Context: an optimization exercise on an open-source flow, tuned for small area, a short achievable clock period and few clock cycles per item. The choices shown serve that exercise and are no tape-out recipe. The RTL was checked by simulation tests, not by an equivalence proof against the original design. Power figures rest on the tool's default switching activity, not on a simulated workload.

==> flow/design.v <==
module page_table_leaf_ager (
    input  logic              clk,
    input  logic              rst_n,
    input  logic              push,
    output logic              full,
    input  logic              entry_valid,
    input  logic              entry_accessed,
    input  logic [3:0]        entry_age,
    input  logic              last_entry,
    output logic              empty,
    input  logic              pop,
    output logic [3:0]        new_age,
    output logic              advanced,
    output logic [31:0]       bucket_count,
    output logic              region_done,
    output logic signed [4:0] region_old_max,
    output logic signed [4:0] region_new_max,
    output logic              region_moves,
    output logic [9:0]        aged_total
);
    logic       full_reg;
    logic       i_v;
    logic       i_val, i_acc, i_last;
    logic [3:0] i_age;
    logic       accept;
    assign accept = push && !full_reg;
    always_ff @(posedge clk)
    begin
        if (accept)
        begin
            i_val  <= entry_valid;
            i_acc  <= entry_accessed;
            i_age  <= entry_age;
            i_last <= last_entry;
        end
    end
    logic [15:0] age_is;
    logic [3:0]  x_nage;
    logic        x_adv;
    logic [15:0] inc_sel;
    logic [15:0] dec_sel;
    always_comb
    begin
        for (int i = 0; i < 16; i++)
        begin
            age_is[i] = (i_age == i);
        end
        if (!i_val)
        begin
            x_nage = i_age;
        end
        else if (i_acc)
        begin
            x_nage = 4'd0;
        end
        else if (i_age != 4'd15)
        begin
            x_nage = i_age + 4'd1;
        end
        else
        begin
            x_nage = 4'd15;
        end
        x_adv = i_val && (i_acc || (i_age != 4'd15));
        inc_sel[0] = i_val && i_acc && !age_is[0];
        dec_sel[0] = i_val && !i_acc && age_is[0];
        for (int i = 1; i < 16; i++)
        begin
            inc_sel[i] = i_val && !i_acc && age_is[i-1];
        end
        for (int i = 1; i < 15; i++)
        begin
            dec_sel[i] = i_val && age_is[i];
        end
        dec_sel[15] = i_val && i_acc && age_is[15];
    end
    logic r1_v, o_v, s_v;
    logic exec;
    logic r1_move;
    logic pop_fire;
    assign pop_fire = pop && o_v;
    assign r1_move  = r1_v && !(s_v && o_v && !pop);
    assign exec     = i_v && !(r1_v && s_v && o_v);
    logic [15:0] hist [0:15];
    always_ff @(posedge clk or negedge rst_n)
    begin
        if (!rst_n)
        begin
            for (int i = 0; i < 16; i++)
            begin
                hist[i] <= '0;
            end
        end
        else
        begin
            for (int i = 0; i < 16; i++)
            begin
                logic        inc, dec;
                logic [15:0] p1, p0, t;
                p1[0] = 1'b1;
                p0[0] = 1'b1;
                for (int k = 1; k < 16; k++)
                begin
                    p1[k] = p1[k-1] && hist[i][k-1];
                    p0[k] = p0[k-1] && !hist[i][k-1];
                end
                inc = exec && inc_sel[i] && !(p1[15] && hist[i][15]);
                dec = exec && dec_sel[i] && !(p0[15] && !hist[i][15]);
                for (int k = 0; k < 16; k++)
                begin
                    t[k] = (inc && p1[k]) || (dec && p0[k]);
                end
                hist[i] <= hist[i] ^ t;
            end
        end
    end
    logic       closed;
    logic       any_v;
    logic [3:0] omax, nmax;
    logic [9:0] cnt;
    logic       b_any;
    logic [9:0] b_cnt;
    assign b_any = any_v && !closed;
    assign b_cnt = closed ? 10'd0 : cnt;
    always_ff @(posedge clk or negedge rst_n)
    begin
        if (!rst_n)
        begin
            closed <= 1'b1;
        end
        else if (exec)
        begin
            closed <= i_last;
        end
    end
    always_ff @(posedge clk)
    begin
        if (exec)
        begin
            any_v <= b_any || i_val;
            if (i_val && (!b_any || (i_age > omax)))
            begin
                omax <= i_age;
            end
            if (i_val && (!b_any || (x_nage > nmax)))
            begin
                nmax <= x_nage;
            end
            cnt <= b_cnt + {9'd0, (x_adv && !b_cnt[9])};
        end
    end
    logic [3:0] r1_nage;
    logic       r1_adv, r1_last;
    always_ff @(posedge clk)
    begin
        if (exec)
        begin
            r1_nage <= x_nage;
            r1_adv  <= x_adv;
            r1_last <= i_last;
        end
    end
    logic [42:0] r1_res;
    logic [15:0] r1_bucket;
    logic [4:0]  r1_om, r1_nm;
    assign r1_bucket = hist[r1_nage];
    assign r1_om = r1_last ? (any_v ? {1'b0, omax} : 5'h1f) : 5'h00;
    assign r1_nm = r1_last ? (any_v ? {1'b0, nmax} : 5'h1f) : 5'h00;
    assign r1_res = {r1_nage, r1_adv, r1_bucket, r1_last, r1_om, r1_nm,
                     r1_last && any_v && (omax != nmax), cnt};
    logic [42:0] o_res, s_res;
    logic        o_load, s_load;
    logic        empty_reg;
    assign o_load = !o_v || pop;
    assign s_load = r1_move && (s_v || !o_load);
    always_ff @(posedge clk)
    begin
        if (o_load)
        begin
            o_res <= s_v ? s_res : r1_res;
        end
        if (s_load)
        begin
            s_res <= r1_res;
        end
    end
    logic i_v_n, r1_v_n, o_v_n, s_v_n;
    always_comb
    begin
        i_v_n  = accept || (i_v && !exec);
        r1_v_n = exec || (r1_v && !r1_move);
        o_v_n  = (o_v && !pop) || s_v || r1_v;
        s_v_n  = s_load || (s_v && !o_load);
    end
    always_ff @(posedge clk or negedge rst_n)
    begin
        if (!rst_n)
        begin
            i_v       <= 1'b0;
            r1_v      <= 1'b0;
            o_v       <= 1'b0;
            s_v       <= 1'b0;
            full_reg  <= 1'b0;
            empty_reg <= 1'b1;
        end
        else
        begin
            i_v       <= i_v_n;
            r1_v      <= r1_v_n;
            o_v       <= o_v_n;
            s_v       <= s_v_n;
            full_reg  <= i_v_n && r1_v_n && s_v_n && o_v_n;
            empty_reg <= !o_v_n;
        end
    end
    assign full  = full_reg;
    assign empty = empty_reg;
    assign {new_age, advanced, bucket_count[15:0], region_done, region_old_max,
            region_new_max, region_moves, aged_total} = o_res;
    assign bucket_count[31:16] = 16'd0;
endmodule
==> flow/run.sh <==
#!/bin/bash
# synth_recipe.tcl (not shown) runs the flow's synth.tcl, then flattens the netlist and writes it again
# the make line also repeats each setting of config.mk as NAME=value (left out here)
make -C /OpenROAD-flow-scripts/flow DESIGN_CONFIG=/design/flow/config.mk WORK_HOME=/design/flow/orfs CLKGATE_MAP_FILE= SYNTH_SCRIPT=/design/flow/synth_recipe.tcl finish
==> flow/config.mk <==
export PLATFORM = sky130hd
export DESIGN_NAME = page_table_leaf_ager
export DESIGN_NICKNAME = page_table_leaf_ager
export VERILOG_FILES = /design/flow/design.v
export SDC_FILE = /design/flow/constraint.sdc
export NUM_CORES = 4
export LEC_CHECK = 0
export ABC_AREA = 1
export CAP_MARGIN = 20
export CORE_MARGIN = 2
export CORE_UTILIZATION = 40
export SETUP_SLACK_MARGIN = 2.5
export SLEW_MARGIN = 20
==> flow/constraint.sdc <==
create_clock -name core_clock -period 5.0 [get_ports {clk}]
set_input_delay 1.0000 -clock core_clock [delete_from_list [all_inputs] [get_ports {clk}]]
set_output_delay 1.0000 -clock core_clock [all_outputs]
set_load 0.01 [all_outputs]
==> reports/metrics.cfg, run 1 <==
[job]
maxCapViolCount = 0

[drt]
wire_per_inst_um = 16.0
drc = 0
ant_nets = 0
totalWireLength_mm = 71.8
via_count = 23300
dr.pass1.iters = 6
drt_iter0_markers = 1858
drt-vias-per-instance = 5.20

[timing]
hold_viol_final = 0
finClkSkew_ns = 0.0302
setup_ws_ns = 2.46
fin_setup_tns_ns = 0
worst_pin_slew_ns = 0.686
slew_headroom_pct = 54.2
fmax_mhz = 393
fin_crit_ns = 2.54
timing.final.crit_share_pct = 50.9
finalMaxSlewViolations = 0
rsz0062_at_grt = true
finalSetupViolCount = 0

[global_routing]
grt_pass1_vias = 21300
grt-ovfl-total = 0
grt_first_pass_wirelength_mm = 114
antenna_found_initial = 0
grt_usage_pct = 21.3
grt_max_degree = 84

[clock_tree]
htree_levels = 2
cts_tree = built
cts-root-buf = clkbuf_16
clk_pin_slew_ns = 0.07
cts_buffer_depth = 3
cts_inserted_buffers = 47
clkLatencyLatePin_ns = 0.61
numClockSinks = 379

[yosys]
synth_area_per_cell_um2 = 7.27
synth_top_area_cell = dfrtp_1
synth-seq-area-share_pct = 39.4
synth_edf_count = 116
synth-async-reset-ratio_pct = 69.4
synth_warnings = 2
synth_cell_type_count = 46
synth_ff_type = dfrtp_1
mappedNetlistArea_mm2 = 0.0256
synth_seq_cells = 379
netlist_top_cells_area = dfrtp_1 26%, nand2_1 16%, edfxtp_1 14%, nand3_1 11%, inv_1 8.2%
synthTopCellsByCount = 1119 x nand2_1, 584 x nand3_1, 558 x inv_1
synth_most_common_cell = nand2_1
synth_top_area_share_pct = 25.5
netlist_instances = 3517

[setup_path]
cp.arrival_ns = 2.90
crit_path_start_kind = register
crit_buf_inv = 3
crit_type = register to register
rrSetupSlack_ns = 2.46
path_cells = buf_4 > nor2_1 > inv_1 > nor2_1 > inv_2 > o221ai_1 > nor4_2 > o211ai_1 > nand2_1 > nand2_1
cp.depth = 10
setup.worst_path.end = o_res[36]
end_kind = register
cp_top_family = simple AND/OR/NAND/NOR gates
reg2reg_to = o_res[36]
crit_fanout = 16
reg2reg_from = r1_nage[2]
cp_slowest_stage_delay_ns = 0.45
r2r_cells = 10
setup.worst_path.start = r1_nage[2]
cp.required_ns = 5.36
crit_slowest_cell = edfxtp_1

[place]
dpl_worst_slack_ns = 1.51
hpwl_mm = 51.3
placed_area_mm2 = 0.0268
place_congestion = 0.913
portBuffers = 55

[pwr]
leakage_uw = 0.0154
pwr_density_cell_mw_per_mm2 = 516
peakVddDrop_uv = 289

[die]
pin_count = 72
start_util_pct = 40.5
die_h_um = 257
core_mm2 = 0.0632
die_x_um = 257
die_area_mm2 = 0.0660
rows = 92

[layout]
final_layout_size_suffix_gt1_share_pct = 14.5
fin_nets = 3623
largest_reg_flops = 256
design_area_mm2 = 0.0297
areaGrowthSynthToFinish_pct = 16.2
final_core_util_pct = 47.1
largest-register = hist
reg_top3 = hist x256, o_res x42, s_res x42

[status]
status = finished clean

[worst_hold_path]
hold_path_class = input pin to asynchronous set/reset pin

## per-layer routing
| metal | wire, um | track usage (%) | vias up |
|---|---|---|---|
| li1 | - | - | 11700 |
| met1 | 33500 | 30.0 | 11000 |
| met2 | 32600 | 33.9 | 538 |
| met3 | 3670 | 2.92 | 95 |
| met4 | 2000 | 6.77 | 0 |
| met5 | 0 | 0 | - |
## worst min path at each step
stage	to	slack, ns	cells after the start	from
after global routing	hist[13][0]	0.43	1	rst_n
after global placement	r1_last	0.44	0	i_last
after detailed placement	r1_last	0.44	0	i_last
final	hist[13][0]	0.40	1	rst_n
after CTS	hist[13][0]	0.39	1	rst_n
after floorplan	s_res[0]	0.43	0	cnt[0]
## what timing repair did
action,CTS,global route
hold buffers,0,0
cloned,1,4
endpoints found under the hold margin,0,0
resized for setup,84,119
pin swaps,13,31
endpoints found under the setup margin,310,278
buffers inserted,18,17
## cell type report
type	instances	area (um^2)
fillers	6216	33500
well taps	846	1060
multi-input cells	2481	13600
clock buffers	64	1290
flip-flops and latches	379	10100
inverters	567	2150
repair buffers	122	1210
diodes	1	2.50
clock inverters	23	383
## cell usage in the layout (no fill, tap or decap), drive strengths merged, types with 8 or more instances in the layout
master | netlist | final
xor2 | 8 | 8
o211ai | 25 | 25
o221ai | 8 | 8
o22ai | 24 | 24
o2111ai | 34 | 34
dlymetal6s2s | 0 | 9
nand2 | 1127 | 1127
edfxtp | 116 | 116
a21boi | 14 | 14
bufinv | 0 | 9
nor4 | 22 | 22
dfrtp | 261 | 261
a211oi | 8 | 8
clkdlybuf4s50 | 0 | 23
o21ai | 51 | 51
inv | 562 | 564
buf | 87 | 68
dlygate4sd2 | 0 | 22
nand3 | 695 | 699
a21oi | 14 | 14
nor2 | 197 | 198
clkinv | 5 | 15
nor3 | 71 | 71
ha | 14 | 14
clkbuf | 23 | 64
nand4 | 142 | 142
conb | 1 | 16
## worst reg2reg max path, stage by stage (launching register included)
cell      delay, ns
edfxtp_1       0.45
buf_4          0.15
nor2_1         0.03
inv_1          0.19
nor2_1         0.13
inv_2          0.29
o221ai_1       0.26
nor4_2         0.40
o211ai_1       0.23
nand2_1        0.10
nand2_1        0.06
## cell families after synthesis
logic type,synth area share [%]
AO/OA/AOI/OAI,4.83
XOR/XNOR,0.274
other,0.0147
buffers and inverters,11.3
AND/OR/NAND/NOR,43.5
flip-flops,39.4
adder cells (fa/ha/maj),0.685
## power breakdown
| group | leakage [uW] | internal, uW | switching (uW) |
|---|---|---|---|
| sequential | 0.00467 | 4540 | 1250 |
| combinational | 0.00995 | 1850 | 3980 |
| clock | 0.000818 | 2290 | 1430 |
## stage by stage
stage | hold WS [ns] | std cells | total power, uW
floorplan | 0.426 | 3532 | 9420
finish | 0.401 | 4483 | 15300
detailed placement | 0.436 | 4355 | 11200
CTS | 0.390 | 4461 | 15000
global placement | 0.436 | 4355 | 11100
global route | 0.435 | 4482 | 16400
Testbench counts, summed over its fixed seeds: cycles 32,800, items 32,768.
==> run 2, diff against run 1 <==
--- a/flow/config.mk
+++ b/flow/config.mk
@@ -5,7 +5,6 @@
 export SDC_FILE = /design/flow/constraint.sdc
 export NUM_CORES = 4
 export LEC_CHECK = 0
-export ABC_AREA = 1
 export CAP_MARGIN = 20
 export CORE_MARGIN = 2
 export CORE_UTILIZATION = 40
==> run 2 against run 1 <==
Effect of this change: still clean; synthesized cell count fell by 32%; synthesized area fell by 9.0%; total power fell by 9.0%; clock power fell by 16%; worst setup slack got worse by 0.027 ns; sequential cell count did not move; first-iteration DRC count rose by 13%; combinational power fell by 12%; cell area fell by 6.9%; count of clock-buffer cells in the layout fell by 5; largest cell class unchanged; largest power group is now sequential cells.
==> reports/metrics.cfg, run 2 <==
[global_routing]
grt_busiest_layer = met2
grt_first_pass_wirelength_mm = 121  ; +6.1%
met1_usage_pct = 36.0  ; +6.0 points
grt-ovfl-total = 0  ; unchanged
grt_util_met3_pct = 5.05  ; +2.1 points
grt_max_degree = 136  ; +62%
grt_pass1_vias = 19100  ; -10%
antenna_found_initial = 2  ; +2
grt_use_met2_pct = 40.3  ; +6.5 points
grt_usage_pct = 26.6  ; +5.3 points

[yosys]
synth_ff_type = dfrtp_1
netlist_instances = 2396  ; -32%
synthTopCellsByCount = 261 x dfrtp_1, 132 x nand2_1, 118 x nor2_1
synth_top_area_cell = dfrtp_1
synth_top_area_share_pct = 28.1  ; +2.5 points
synth_warnings = 2  ; unchanged
synth_area_per_cell_um2 = 9.72  ; +34%
netlist_top_cells_area = dfrtp_1 28%, edfxtp_1 15%, xnor2_1 4.3%, xor2_1 3.8%, mux2_2 3.0%
synth-async-reset-ratio_pct = 69.4  ; unchanged
synth_seq_cells = 379  ; unchanged
synth_edf_count = 116  ; unchanged
synth-seq-area-share_pct = 43.2  ; +3.9 points
synth_cell_type_count = 91  ; +98%
mappedNetlistArea_mm2 = 0.0233  ; -9.0%
synth_most_common_cell = dfrtp_1

[die]
die_area_mm2 = 0.0601  ; -8.9%
die_x_um = 245  ; -4.5%
core_mm2 = 0.0576  ; -8.9%
die_h_um = 245  ; -4.5%
rows = 88  ; -4.3%
start_util_pct = 40.4  ; -0.052 points
pin_count = 72  ; unchanged

[worst_hold_path]
hold_path_class = input pin to asynchronous set/reset pin

[drt]
ant_nets = 0  ; unchanged
drt_iter0_markers = 2095  ; +13%
dr.pass1.iters = 6  ; unchanged
wire_per_inst_um = 25.5  ; +59%
drt-vias-per-instance = 6.39  ; +23%
via_count = 20800  ; -11%
drc = 0  ; unchanged
totalWireLength_mm = 82.7  ; +15%

[setup_path]
path_cells = buf_4 > buf_6 > and4b_1 > a311oi_2 > a21oi_1 > o32a_1 > mux2_2
crit_buf_inv = 2  ; -1
reg2reg_from = r1_nage[1]
cp_top_family = compound AO/OA/AOI/OAI gates
crit_path_start_kind = register
setup.worst_path.start = r1_nage[1]
crit_slowest_cell = edfxtp_1
cp.required_ns = 5.35  ; about the same
end_kind = register
crit_type = register to register
rrSetupSlack_ns = 2.43  ; -0.03 ns
crit_fanout = 18  ; +2
cp.arrival_ns = 2.92  ; +0.02 ns
cp_slowest_stage_delay_ns = 0.57  ; +0.12 ns

[status]
status = finished clean

[pwr]
pwr_density_cell_mw_per_mm2 = 504  ; -2.3%
seq_power_share_pct = 40.9  ; +3.1 points
p_comb_share_pct = 36.7  ; -1.3 points
p_sw_uw = 5750  ; -14%
peakVddDrop_uv = 378  ; +31%
total_power_uw = 14000  ; -9.0%
intPower_uw = 8210  ; -5.3%
clockPowerShare_pct = 22.4  ; -1.9 points
p_sw_share_pct = 41.2  ; -2.3 points
leakage_uw = 0.0111  ; -28%

[job]
maxCapViolCount = 0  ; unchanged

[layout]
layout_commonest_cell = dfrtp_1
reg_top3 = hist x256, o_res x42, s_res x42
largest-register = hist
areaGrowthSynthToFinish_pct = 19.0
largest_reg_flops = 256  ; unchanged
final_layout_size_suffix_gt1_share_pct = 17.9  ; +3.4 points
final_cell_mix = 255 x dfrtp_1, 127 x nand2_1, 116 x nor2_1, 116 x edfxtp_1, 114 x xnor2_1
fin_nets = 2474  ; -32%

[place]
portBuffers = 55  ; unchanged
place_congestion = 0.994  ; +8.9%
hpwl_mm = 59.3  ; +16%

[clock_tree]
clk_pin_slew_ns = 0.07  ; about the same
htree_levels = 2  ; unchanged
cts-root-buf = clkbuf_16
clkLatencyLatePin_ns = 0.60  ; about the same
numClockSinks = 379  ; unchanged
cts_buffer_depth = 3  ; unchanged
cts_tree = built
cts_inserted_buffers = 45  ; -4.3%

[timing]
worst_pin_slew_ns = 0.993  ; +0.307 ns
hold_slack_ns = 0.455  ; +0.0540 ns
rsz0062_at_grt = true
finalSetupViolCount = 0  ; unchanged
fin_setup_tns_ns = 0  ; unchanged
slew_headroom_pct = 33.6  ; -21 points
finalMaxSlewViolations = 0  ; unchanged
hold_viol_final = 0  ; unchanged
timing.final.crit_share_pct = 51.4  ; +0.55 points
finClkSkew_ns = 0.0237  ; -0.00653 ns
fmax_mhz = 389  ; -1.1%
fin_crit_ns = 2.57  ; +0.0273 ns

==> run 2: cell count changes in the layout (fill, tap and decap cells not counted), moves of 41 or more <==
cell / before / now
mux2_2: 0 / 60
inv_1: 550 / 78
xnor2_1: 0 / 114
nor2_2: 92 / 1
mux2i_1: 0 / 46
nand3_1: 583 / 102
nand3_2: 97 / 3
nand2_1: 1099 / 127
and3_1: 1 / 42
xor2_1: 8 / 100
a21oi_1: 13 / 70
==> run 2: through the flow <==
stage                     utilization, %  std cells  setup slack [ns]  cell area, um^2
after CTS                           46.1       3204              2.34            26500
after detailed placement            42.3       3090              1.76            24300
after floorplan                        -       2411              2.54            23300
after global placement              42.3       3090              1.77            24300
final                               48.1       3248              2.43            27700
after global routing                48.1       3247              2.40            27700
==> run 2: path summary, 6_finish.rpt <==
check,to,depth (start not counted)
hold reg to reg,s_res[38],0
setup reg to reg,o_res[37],7
setup / recovery,o_res[37],7
hold / removal,hist[2][12],2
max in group asynchronous,s_v,2
min in group core_clock,s_res[38],0
==> run 2: final cells by class <==
type	count	area [um^2]
Antenna cell	1	2.50
Clock buffer	59	1210
Clock inverter	21	185
Fill cell	5308	29900
Inverter	84	323
Multi-Input combinational cell	1786	13300
Sequential cell	379	10100
Tap cell	765	957
Timing Repair Buffer	153	1630
==> run 2: cells by family after synthesis <==
group | after synthesis | share of synthesized area (%)
and+or+nand+nor | 899 | 21.7
AOI/OAI and AO/OA | 527 | 16.2
DFF | 379 | 43.2
buffers and inverters | 246 | 4.38
xor gates and xnor gates | 214 | 8.05
muxes | 115 | 5.60
adders and majority gates | 15 | 0.795
other | 1 | 0.0161
==> run 2: per-layer routing <==
layer	up-vias	routed length, um
li1	9219	-
met4	0	4840
met2	971	36600
met5	-	0
met1	10400	34600
met3	224	6750
==> run 2: what timing repair did <==
| action | in CTS | in global routing |
|---|---|---|
| cloned | 2 | 5 |
| setup buffers | 32 | 38 |
| hold buffers | 0 | 0 |
| pin swaps | 7 | 28 |
| setup endpoints to repair | 322 | 220 |
| gates resized for setup | 131 | 155 |
==> run 2: power groups by stage <==
stage,registers (uW),clock network [uW],logic (uW)
6_report,5710,3130,5120
5_1_grt,5810,3310,5420
4_1_cts,5640,3190,4530
3_5_place_dp,5720,0,4170
3_3_place_gp,5700,0,4130
2_1_floorplan,4980,0,3040
==> run 3, diff against run 2 <==
--- a/flow/config.mk
+++ b/flow/config.mk
@@ -8,5 +8,4 @@
 export CAP_MARGIN = 20
 export CORE_MARGIN = 2
 export CORE_UTILIZATION = 40
-export SETUP_SLACK_MARGIN = 2.5
 export SLEW_MARGIN = 20
==> run 3 against run 2 <==
Effect of this change: still clean on timing, DRC and antenna; synthesized cell count unchanged; via count shrank 3.2%; critical path depth is 1 lower; non-clock buffer count down 81; synthesized area unchanged; wire length shrank 5.5%; worst setup slack lost 0.93 ns; sequential power barely moved; die area stayed put; clock power increased by 11%; register-to-register slack got worse by 0.93 ns; count of clock-buffer cells in the layout up 8; largest cell class unchanged.
==> reports/metrics.cfg, run 3 <==
[layout]
reg_top3 = hist x256, o_res x42, s_res x42
largest_reg_flops = 256  ; unchanged
final_layout_size_suffix_gt1_share_pct = 8.94  ; -9.0 points
fin_nets = 2393  ; -3.3%
fill_cells = 5396  ; +1.7%
areaGrowthSynthToFinish_pct = 11.3
layout_commonest_cell = dfrtp_1
final_cells = 3171  ; -2.4%
final_cell_mix = 260 x dfrtp_1, 132 x nand2_1, 118 x nor2_1
largest-register = hist

[clock_tree]
post_cts_buffers = 0  ; -100%
cts_hold_buffers = 0  ; unchanged
cts_tree = built
htree_levels = 2  ; unchanged
cts_inserted_buffers = 45  ; unchanged
cts-root-buf = clkbuf_16
clkLatencyLatePin_ns = 0.62  ; +0.02 ns
numClockSinks = 379  ; unchanged
cts_buffer_depth = 3  ; unchanged
clk_pin_slew_ns = 0.06  ; about the same
ctsResizeCount = 0  ; -100%

[setup_path]
crit_slowest_cell = edfxtp_1
reg2reg_to = o_res[30]
cp.depth = 6  ; -1
setup.worst_path.end = o_res[30]
r2r_cells = 6  ; -1
crit_path_start_kind = register
rrSetupSlack_ns = 1.50  ; -0.93 ns
end_kind = register
crit_buf_inv = 1  ; -1
cp.required_ns = 5.37  ; +0.02 ns
cp.arrival_ns = 3.87  ; +0.95 ns
setup.worst_path.start = r1_nage[1]
cp_top_family = simple AND/OR/NAND/NOR gates
crit_type = register to register
path_cells = buf_12 > nor2_1 > nand2_1 > or2_2 > o41a_1 > mux2_2
reg2reg_from = r1_nage[1]
cp_slowest_stage_delay_ns = 0.82  ; +0.25 ns
crit_fanout = 40  ; +22

[drt]
drt_iter0_markers = 2264  ; +8.1%
via_count = 20100  ; -3.2%
dr.pass1.iters = 7  ; +1
ant_nets = 0  ; unchanged
drt-vias-per-instance = 6.34  ; -0.85%
drc = 0  ; unchanged
totalWireLength_mm = 78.2  ; -5.5%
wire_per_inst_um = 24.7  ; -3.2%

[place]
portBuffers = 55  ; unchanged
place_congestion = 1.03  ; +3.9%
dp_cells = 3085  ; -0.16%
hpwl_mm = 58.0  ; -2.2%
dpl_worst_slack_ns = 1.71  ; -0.0516 ns

[timing]
finalSetupViolCount = 0  ; unchanged
fin_crit_ns = 3.50  ; +0.926 ns
finalMaxSlewViolations = 0  ; unchanged
worst_pin_slew_ns = 1.10  ; +0.106 ns
setup_ws_ns = 1.50  ; -0.926 ns
slew_headroom_pct = 26.7  ; -6.9 points
hold_viol_final = 0  ; unchanged
fmax_mhz = 286  ; -26%
hold_slack_ns = 0.454  ; -0.00113 ns
timing.final.crit_share_pct = 69.9  ; +19 points
rsz0062_at_grt = false
fin_setup_tns_ns = 0  ; unchanged
finClkSkew_ns = 0.0266  ; +0.00293 ns

[yosys]
synth_top_area_share_pct = 28.1  ; unchanged
mappedNetlistArea_mm2 = 0.0233  ; unchanged
synth_cell_type_count = 91  ; unchanged
synth-async-reset-ratio_pct = 69.4  ; unchanged
synth-compound-area-share_pct = 16.2  ; unchanged
synth_top_family_by_area = simple AND/OR/NAND/NOR gates
synth-simple-area-share_pct = 21.7  ; unchanged
synth_seq_cells = 379  ; unchanged
synth_adder_area_share_pct = 0.795  ; unchanged
synth_ff_type = dfrtp_1
synth_xor_area_share_pct = 8.05  ; unchanged
synth_warnings = 2  ; unchanged
synth_top_area_cell = dfrtp_1
synth-seq-area-share_pct = 43.2  ; unchanged
synth_edf_count = 116  ; unchanged
synthTopCellsByCount = 261 x dfrtp_1, 132 x nand2_1, 118 x nor2_1
netlist_instances = 2396  ; unchanged
synth_area_per_cell_um2 = 9.72  ; unchanged
muxShareOfSynthArea_pct = 5.60  ; unchanged
netlist_top_cells_area = dfrtp_1 28%, edfxtp_1 15%, xnor2_1 4.3%, xor2_1 3.8%, mux2_2 3.0%
synth_most_common_cell = dfrtp_1

[global_routing]
grt_first_pass_wirelength_mm = 117  ; -3.3%
grt_usage_pct = 25.7  ; -0.91 points
grt-ovfl-total = 0  ; unchanged
grt_max_degree = 105  ; -23%
antenna_found_initial = 0  ; -2
grt_pass1_vias = 18600  ; -2.8%

[status]
status = finished clean

[die]
core_mm2 = 0.0576  ; unchanged
rows = 88  ; unchanged
die_h_um = 245  ; unchanged
die_x_um = 245  ; unchanged
start_util_pct = 40.4  ; unchanged
pin_count = 72  ; unchanged
die_area_mm2 = 0.0601  ; unchanged

[pwr]
total_power_uw = 13400  ; -4.1%
peakVddDrop_uv = 340  ; -10%
leakage_uw = 0.0103  ; -7.2%
pwr_density_cell_mw_per_mm2 = 517  ; +2.5%

[worst_hold_path]
hold_path_depth = 0
hold_path.startpoint = r1_adv
hold_path_class = register to register

[job]
maxCapViolCount = 0  ; unchanged

[run 3: cell counts after synthesis]
Identical to the previous run, type by type.
[run 3: logic make-up (layout without fill, tap and decap cells)]
kind of cell | after synthesis | in the layout
buffers and inverters | 246 | 240
XOR/XNOR | 214 | 214
AO/OA/AOI/OAI | 527 | 527
AND/OR/NAND/NOR | 899 | 899
multiplexers | 115 | 115
other | 1 | 17
flip-flops | 379 | 379
adder cells (fa/ha/maj) | 15 | 15
[run 3: per-layer routing]
| layer | track usage, % | part of all wire [%] | vias to the layer above | wire length, um |
|---|---|---|---|---|
| li1 | - | - | 9074 | - |
| met1 | 35.7 | 43 | 9933 | 33500 |
| met2 | 39.0 | 44 | 887 | 34400 |
| met3 | 4.30 | 8.1 | 208 | 6320 |
| met4 | 12.0 | 5.1 | 0 | 3980 |
| met5 | 0 | 0 | - | 0 |
[run 3: where the power goes]
part	switching [uW]	internal (uW)
clock	1390	2080
combinational	2470	1730
sequential	1420	4290
total	5290	8100
[run 3: per-stage QoR]
stage,util (%),cell area [um^2]
2_1_floorplan,-,23300
3_3_place_gp,42.2,24300
3_5_place_dp,42.3,24300
4_1_cts,45.0,25900
5_1_grt,45.0,25900
6_report,45.0,25900
[run 3: worst min path at each step]
stage / end / slack, ns
3_3_place_gp: s_res[38] / 0.44
3_5_place_dp: s_res[38] / 0.45
5_1_grt: s_res[38] / 0.48
6_report: s_res[38] / 0.45
2_1_floorplan: s_res[38] / 0.42
4_1_cts: s_res[38] / 0.46
[run 3: final cells by class]
class / count / area, um^2 / area share, %
multi-input combinational: 1786 / 12300 / 47.3
sequential: 379 / 10100 / 38.8
clock buffer: 67 / 1340 / 5.17
tap: 765 / 957 / 3.69
timing repair buffer: 72 / 743 / 2.87
inverter: 84 / 315 / 1.22
clock inverter: 17 / 236 / 0.912
antenna: 1 / 2.50 / 0.00966
[run 3: worst reg2reg max path, delay by kind of cell, from the launching register on]
| family | cells | cell delay [ns] |
|---|---|---|
| AND/OR/NAND/NOR | 3 | 1.65 |
| flip-flops | 1 | 0.82 |
| buffers and inverters | 1 | 0.39 |
| multiplexers | 1 | 0.27 |
| AO/OA/AOI/OAI | 1 | 0.13 |

[separate check: timing with driven ports]
Ports are ideal in the flow. The routed layouts listed here were re-timed in OpenROAD. Step 1 (the two cells are an assumption about what drives the block):
set clk [get_ports {clk}]
set_driving_cell -lib_cell sky130_fd_sc_hd__clkbuf_16 $clk
set_driving_cell -lib_cell sky130_fd_sc_hd__buf_2 [delete_from_list [all_inputs] $clk]
Step 2 also shifts input and output timing later by t, the mid clock arrival at the registers, as if the neighbouring blocks saw the same clock. Slacks: ideal / step 1 / step 2; pairs: ideal / step 1.
run	t, ns	setup WS [ns]	worst setup path after step 2	slew at the worst register clock pin (ns)	pins driven straight from the clock port
run 1	0.652	2.456 / 2.456 / 2.042	input to register	0.07 / 0.07	1
run 2	0.661	2.428 / 2.428 / 2.126	input to register	0.07 / 0.07	1
run 3	0.658	1.503 / 1.503 / 1.503	register to register	0.07 / 0.07	1
After both steps every run listed still meets setup and hold. For run 1, which loses most, drivers alone change the setup slack by 0.000 ns; drivers and shift together by -0.414 ns.
